This is an optimization exercise on Yosys and OpenROAD, whose aim is small area, a short achievable clock period and few clock cycles per item, not a production implementation.
Function was checked by simulation only, so behaviour that the tests miss may differ from the original.

==> flow/design.v <==
module integer_alu #(
    parameter int UNIT_ID = 3,
    parameter int OPW     = 32
) (
    input  logic         Clk,
    input  logic         Reset,
    input  logic [15:0]  address,
    input  logic         nRead,
    input  logic         nWrite,
    input  logic [255:0] ExeDataOut,
    output logic [255:0] IntDataOut,
    output logic         IntErr
);
    localparam logic [7:0] OP_ADD = 8'h10;
    localparam logic [7:0] OP_SUB = 8'h11;
    localparam logic [7:0] OP_MUL = 8'h12;
    localparam logic [7:0] OP_DIV = 8'h13;
    logic [255:32] src1_hi_q, src2_hi_q;
    logic [31:0]   a, b;             
    logic          v1_q, v2_q;
    logic [5:0]    za_q, zb_q;       
    logic [63:0]   res_q;
    logic [7:0]    op_q;
    logic          done_q, err_q;
    logic          mb_q, db_q;       
    logic [3:0]    cnt_q;
    logic [1:0]    dig_q;            
    logic [33:0]   b3_q;
    logic       busy;
    logic       unit_sel, wr_en, rd_en, start, wr1, wr2;
    logic [4:0] idx_hit;
    logic [7:0] wop;
    assign busy     = mb_q | db_q;
    assign unit_sel = (address[15:12] == UNIT_ID[3:0]);
    assign wr_en    = unit_sel && !nWrite && !busy;
    assign rd_en    = unit_sel && !nRead;
    for (genvar gi = 0; gi < 5; gi++) begin : g_idx
        assign idx_hit[gi] = (address[11:0] == 12'(gi));
    end
    assign wr1   = wr_en && idx_hit[0];
    assign wr2   = wr_en && idx_hit[1];
    assign start = wr_en && idx_hit[3];
    assign wop   = ExeDataOut[7:0];
    logic        mc_q;
    logic [63:0] res_rd;
    logic        rs1, rs2, rs3, rs4, rs5;
    assign res_rd = {res_q[63:36] + {27'b0, mc_q}, res_q[35:0]};
    assign rs1 = rd_en && idx_hit[0] && v1_q;
    assign rs2 = rd_en && idx_hit[1] && v2_q;
    assign rs3 = rd_en && idx_hit[2];
    assign rs4 = rd_en && idx_hit[3];
    assign rs5 = rd_en && idx_hit[4];
    assign IntDataOut[255:64] = ({192{rs1}} & src1_hi_q[255:64]) | ({192{rs2}} & src2_hi_q[255:64]);
    assign IntDataOut[63:32]  = ({32{rs1}} & src1_hi_q[63:32]) | ({32{rs2}} & src2_hi_q[63:32])
                              | ({32{rs3}} & res_rd[63:32]);
    assign IntDataOut[31:0]   = ({32{rd_en && idx_hit[0]}} & a) | ({32{rd_en && idx_hit[1]}} & b)
                              | ({32{rs3}} & res_rd[31:0]) | ({32{rs4}} & {24'b0, op_q})
                              | {31'b0, rs5 & done_q};
    assign IntErr = err_q;
    logic [31:0] wx;
    logic [15:0] v1l, z1l;
    logic [7:0]  v2l;
    logic [15:0] z2l;
    logic [3:0]  v3l;
    logic [11:0] z3l;
    logic [1:0]  v4l;
    logic [7:0]  z4l;
    logic [4:0]  z5l;
    logic [5:0]  wlz;
    assign wx = ExeDataOut[31:0];
    always_comb begin
        for (int g = 0; g < 16; g++) begin
            v1l[g] = wx[2*g+1] | wx[2*g];
            z1l[g] = ~wx[2*g+1];
        end
        for (int g = 0; g < 8; g++) begin
            v2l[g]       = v1l[2*g+1] | v1l[2*g];
            z2l[2*g +: 2] = v1l[2*g+1] ? {1'b0, z1l[2*g+1]} : {1'b1, z1l[2*g]};
        end
        for (int g = 0; g < 4; g++) begin
            v3l[g]       = v2l[2*g+1] | v2l[2*g];
            z3l[3*g +: 3] = v2l[2*g+1] ? {1'b0, z2l[2*(2*g+1) +: 2]} : {1'b1, z2l[2*(2*g) +: 2]};
        end
        for (int g = 0; g < 2; g++) begin
            v4l[g]       = v3l[2*g+1] | v3l[2*g];
            z4l[4*g +: 4] = v3l[2*g+1] ? {1'b0, z3l[3*(2*g+1) +: 3]} : {1'b1, z3l[3*(2*g) +: 3]};
        end
        z5l = v4l[1] ? {1'b0, z4l[7:4]} : {1'b1, z4l[3:0]};
        wlz = (v4l[1] | v4l[0]) ? {1'b0, z5l} : 6'd32;
    end
    logic       a_zero, b_zero, a_lt;
    logic [2:0] tdm;             
    logic [4:0] s5;
    logic [3:0] k0;
    logic [31:0] r0;
    assign a_zero = za_q[5];
    assign b_zero = zb_q[5];
    assign a_lt   = za_q > zb_q;           
    assign tdm    = ~za_q[4:2];
    assign s5     = zb_q[4:0] - za_q[4:0];
    assign k0     = s5[4:1];
    assign r0     = a >> ({k0, 1'b0} + 6'd2);
    logic [33:0] m1, m2, m3, xd, in3;
    logic [34:0] op2, op3, t1, t2, t3;
    assign m1  = {2'b0, b};
    assign m2  = {1'b0, b, 1'b0};
    assign m3  = b3_q;
    assign xd  = db_q ? {res_q[63:32], dig_q} : {2'b0, a};
    assign in3 = db_q ? {res_q[63:32], dig_q} : m2;
    assign op2 = db_q ? ~{1'b0, m2} : {1'b0, m1};
    assign op3 = db_q ? ~{1'b0, m3} : {1'b0, m1};
    assign t1  = bk35({1'b0, xd}, ~{1'b0, m1}, 1'b1);
    assign t2  = bk35({1'b0, xd}, op2, db_q);
    assign t3  = bk35({1'b0, in3}, op3, db_q);
    function automatic [34:0] bk35(input [34:0] x, input [34:0] y, input ci);
        reg [34:0] g, p, gg, pp;
        reg [35:0] c;
        integer l, i, d;
        g  = x & y;
        p  = x ^ y;
        gg = g;
        pp = p;
        for (l = 0; l < 6; l = l + 1) begin
            d = 1 << l;
            for (i = 0; i < 35; i = i + 1) begin
                if (((i + 1) % (2 * d)) == 0) begin
                    gg[i] = gg[i] | (pp[i] & gg[i - d]);
                    pp[i] = pp[i] & pp[i - d];
                end
            end
        end
        for (l = 4; l >= 0; l = l - 1) begin
            d = 1 << l;
            for (i = 0; i < 35; i = i + 1) begin
                if (((i + 1) % (2 * d)) == d && i >= 2 * d) begin
                    gg[i] = gg[i] | (pp[i] & gg[i - d]);
                    pp[i] = pp[i] & pp[i - d];
                end
            end
        end
        c[0] = ci;
        for (i = 0; i < 35; i = i + 1) c[i + 1] = gg[i] | (pp[i] & ci);
        bk35 = p ^ c[34:0];
    endfunction
    logic [31:0] rn;
    logic [1:0]  qd;
    always_comb begin
        if (!t3[34])      begin qd = 2'd3; rn = t3[31:0]; end
        else if (!t2[34]) begin qd = 2'd2; rn = t2[31:0]; end
        else if (!t1[34]) begin qd = 2'd1; rn = t1[31:0]; end
        else              begin qd = 2'd0; rn = xd[31:0]; end
    end
    logic [63:0] div_next;
    assign div_next = {rn, res_q[29:0], qd};
    logic [2:0]  msh_q, msl_q;
    logic [33:0] mh, ml;
    logic [35:0] r0w, r1w, r2w, cs_s;
    logic [36:0] cs_c, low;
    logic [27:0] hi;
    logic [63:0] mul_next;
    assign mh       = ({34{msh_q[0]}} & m1) | ({34{msh_q[1]}} & m2) | ({34{msh_q[2]}} & m3);
    assign ml       = ({34{msl_q[0]}} & m1) | ({34{msl_q[1]}} & m2) | ({34{msl_q[2]}} & m3);
    assign r0w      = {res_q[31:0], 4'b0};
    assign r1w      = {mh, 2'b0};
    assign r2w      = {2'b0, ml};
    assign cs_s     = r0w ^ r1w ^ r2w;
    assign cs_c     = {(r0w & r1w) | (r0w & r2w) | (r1w & r2w), 1'b0};
    assign low      = {1'b0, cs_s} + cs_c;
    assign hi       = res_q[59:32] + {23'b0, mc_q, 4'b0};
    assign mul_next = {hi, low[35:0]};
    function automatic [2:0] onehot3(input [1:0] d);
        onehot3 = {d == 2'd3, d == 2'd2, d == 2'd1};
    endfunction
    logic is_add, is_sub, is_mul, is_div, div_go, mul_go;
    assign is_add = (wop == OP_ADD);
    assign is_sub = (wop == OP_SUB);
    assign is_mul = (wop == OP_MUL);
    assign is_div = (wop == OP_DIV);
    assign div_go = is_div && !b_zero && !a_lt;
    assign mul_go = is_mul && !a_zero && !b_zero;
    logic [63:0] res_div0, res_start, res_d;
    assign res_div0  = b_zero ? {a, 32'hFFFF_FFFF} : a_lt ? {a, 32'b0} : {r0, 32'b0};
    assign res_start = ({64{is_add}} & {31'b0, t2[32:0]})
                     | ({64{is_sub}} & {31'b0, t1[32:0]})
                     | ({64{is_div}} & res_div0);
    always_comb begin
        res_d = res_q;
        if (start) res_d = res_start;
        if (mb_q)  res_d = mul_next;
        if (db_q)  res_d = div_next;
    end
    logic [3:0] cnt_m1;
    assign cnt_m1 = cnt_q - 4'd1;
    always_ff @(posedge Clk) begin
        if (!busy) b3_q <= t3[33:0];
        if (wr1) src1_hi_q <= ExeDataOut[255:32];
        if (wr2) src2_hi_q <= ExeDataOut[255:32];
    end
    always_ff @(posedge Clk) begin
        if (Reset) begin
            a      <= '0;
            b      <= '0;
            v1_q   <= 1'b0;
            v2_q   <= 1'b0;
            za_q   <= 6'd32;
            zb_q   <= 6'd32;
            res_q  <= '0;
            op_q   <= '0;
            done_q <= 1'b0;
            err_q  <= 1'b0;
            mb_q   <= 1'b0;
            db_q   <= 1'b0;
            cnt_q  <= '0;
            dig_q  <= '0;
            msh_q  <= '0;
            msl_q  <= '0;
            mc_q   <= 1'b0;
        end else begin
            res_q <= res_d;
            if (mb_q)       mc_q <= low[36];
            else if (start) mc_q <= 1'b0;
            if (wr1) begin
                a    <= wx;
                v1_q <= 1'b1;
                za_q <= wlz;
            end
            if (wr2) begin
                b    <= wx;
                v2_q <= 1'b1;
                zb_q <= wlz;
            end
            if (start) begin
                op_q   <= wop;
                done_q <= !(div_go || mul_go);
                mb_q   <= mul_go;
                db_q   <= div_go;
                err_q  <= !(is_add || is_sub || is_mul || is_div) || (is_div && b_zero);
                cnt_q  <= is_mul ? {1'b0, tdm} : k0;
                dig_q  <= a[2*k0 +: 2];
                msh_q  <= onehot3(a[4*tdm+2 +: 2]);
                msl_q  <= onehot3(a[4*tdm +: 2]);
            end else if (busy) begin
                cnt_q <= cnt_m1;
                dig_q <= a[2*cnt_m1 +: 2];
                msh_q <= onehot3(a[4*cnt_m1[2:0]+2 +: 2]);
                msl_q <= onehot3(a[4*cnt_m1[2:0] +: 2]);
                if (cnt_q == 4'd0) begin
                    mb_q   <= 1'b0;
                    db_q   <= 1'b0;
                    done_q <= 1'b1;
                end
            end
        end
    end
endmodule
Settings: LEC_CHECK=0, CAP_MARGIN=20, CORE_MARGIN=2, CORE_UTILIZATION=40, CTS_CLUSTER_DIAMETER=60, CTS_CLUSTER_SIZE=25, SETUP_SLACK_MARGIN=1.15, SLEW_MARGIN=20, TNS_END_PERCENT=0; clock period 5.5 ns.
standard.sh (not shown) runs the stock make flow with config.mk's settings and CLKGATE_MAP_FILE= SYNTH_SCRIPT=/design/flow/synth_recipe.tcl, a recipe that flattens the netlist after the stock synthesis.
==> flow/flow/run.sh <==
#!/bin/bash
set -euo pipefail
export BUFFER_PORTS_ARGS="-buffer_cell sky130_fd_sc_hd__buf_1"
bash standard.sh > standard.log 2>&1
Testbench counts at the start, summed over its fixed seeds: cycles 13,392, ops 2,400.
==> next run, changes <==
--- a/flow/design.v
+++ b/flow/design.v
@@ -42,8 +42,26 @@
     assign start = wr_en && idx_hit[3];
     assign wop   = ExeDataOut[7:0];
+    function automatic [27:0] inc28(input [27:0] x, input ci);
+        reg [27:0] pp;
+        integer l, i, d;
+        pp = x;
+        for (l = 0; l < 5; l = l + 1) begin
+            d = 1 << l;
+            for (i = 0; i < 28; i = i + 1)
+                if (((i + 1) % (2 * d)) == 0) pp[i] = pp[i] & pp[i - d];
+        end
+        for (l = 3; l >= 0; l = l - 1) begin
+            d = 1 << l;
+            for (i = 0; i < 28; i = i + 1)
+                if (((i + 1) % (2 * d)) == d && i >= 2 * d) pp[i] = pp[i] & pp[i - d];
+        end
+        inc28 = x ^ ({pp[26:0], 1'b1} & {28{ci}});
+    endfunction
     logic        mc_q;
     logic [63:0] res_rd;
     logic        rs1, rs2, rs3, rs4, rs5;
-    assign res_rd = {res_q[63:36] + {27'b0, mc_q}, res_q[35:0]};
+    logic [27:0] rd_hi;
+    assign rd_hi  = inc28(res_q[63:36], mc_q);
+    assign res_rd = {rd_hi, res_q[35:0]};
     assign rs1 = rd_en && idx_hit[0] && v1_q;
     assign rs2 = rd_en && idx_hit[1] && v2_q;
@@ -100,5 +118,5 @@
     assign s5     = zb_q[4:0] - za_q[4:0];
     assign k0     = s5[4:1];
-    assign r0     = a >> ({k0, 1'b0} + 6'd2);
+    assign r0     = {2'b0, a[31:2] >> {k0, 1'b0}};
     logic [33:0] m1, m2, m3, xd, in3;
     logic [34:0] op2, op3, t1, t2, t3;
@@ -167,5 +185,7 @@
     assign cs_c     = {(r0w & r1w) | (r0w & r2w) | (r1w & r2w), 1'b0};
     assign low      = {1'b0, cs_s} + cs_c;
-    assign hi       = res_q[59:32] + {23'b0, mc_q, 4'b0};
+    logic [27:0] hi_up;
+    assign hi_up    = inc28({4'b0, res_q[59:36]}, mc_q);
+    assign hi       = {hi_up[23:0], res_q[35:32]};
     assign mul_next = {hi, low[35:0]};
     function automatic [2:0] onehot3(input [1:0] d);
Outcome:
- The changed run ran to the end with no violations
- sequential share of layout area increases by 0.11 points
- setup slack gets worse by 0.085 ns
- first-iteration DRC count increases by 0.70%
- wire length decreases by 3.3%
- design area decreases by 0.34%
Testbench counts after the change, summed over its fixed seeds: cycles 13,392, ops 2,400.

## what the ideal ports hide
Ports are ideal in the flow. The routed layouts listed here were re-timed in OpenROAD.
Step 1: set_driving_cell puts a clkbuf_16 on Clk and a buf_2 on each other input, an assumption about the parent block.
Step 2, shift: input delay + t, output delay - t, t = (earliest + latest rising clock arrival at the registers) / 2. This alone moves slack from input paths to output paths.
Slacks: no drivers / after step 1 / after step 2; pairs: no drivers / after step 1.
| run | t, ns | setup WS [ns] | pins driven straight from the clock port |
|---|---|---|---|
| the first run | 0.726 | 1.100 / 1.100 / 0.977 | 1 |
| the second run | 0.758 | 1.015 / 0.951 / 0.799 | 1 |
After both steps every run listed still meets setup and hold. For the second run, which loses most, drivers alone change the setup slack by -0.064 ns; drivers and shift together by -0.216 ns.
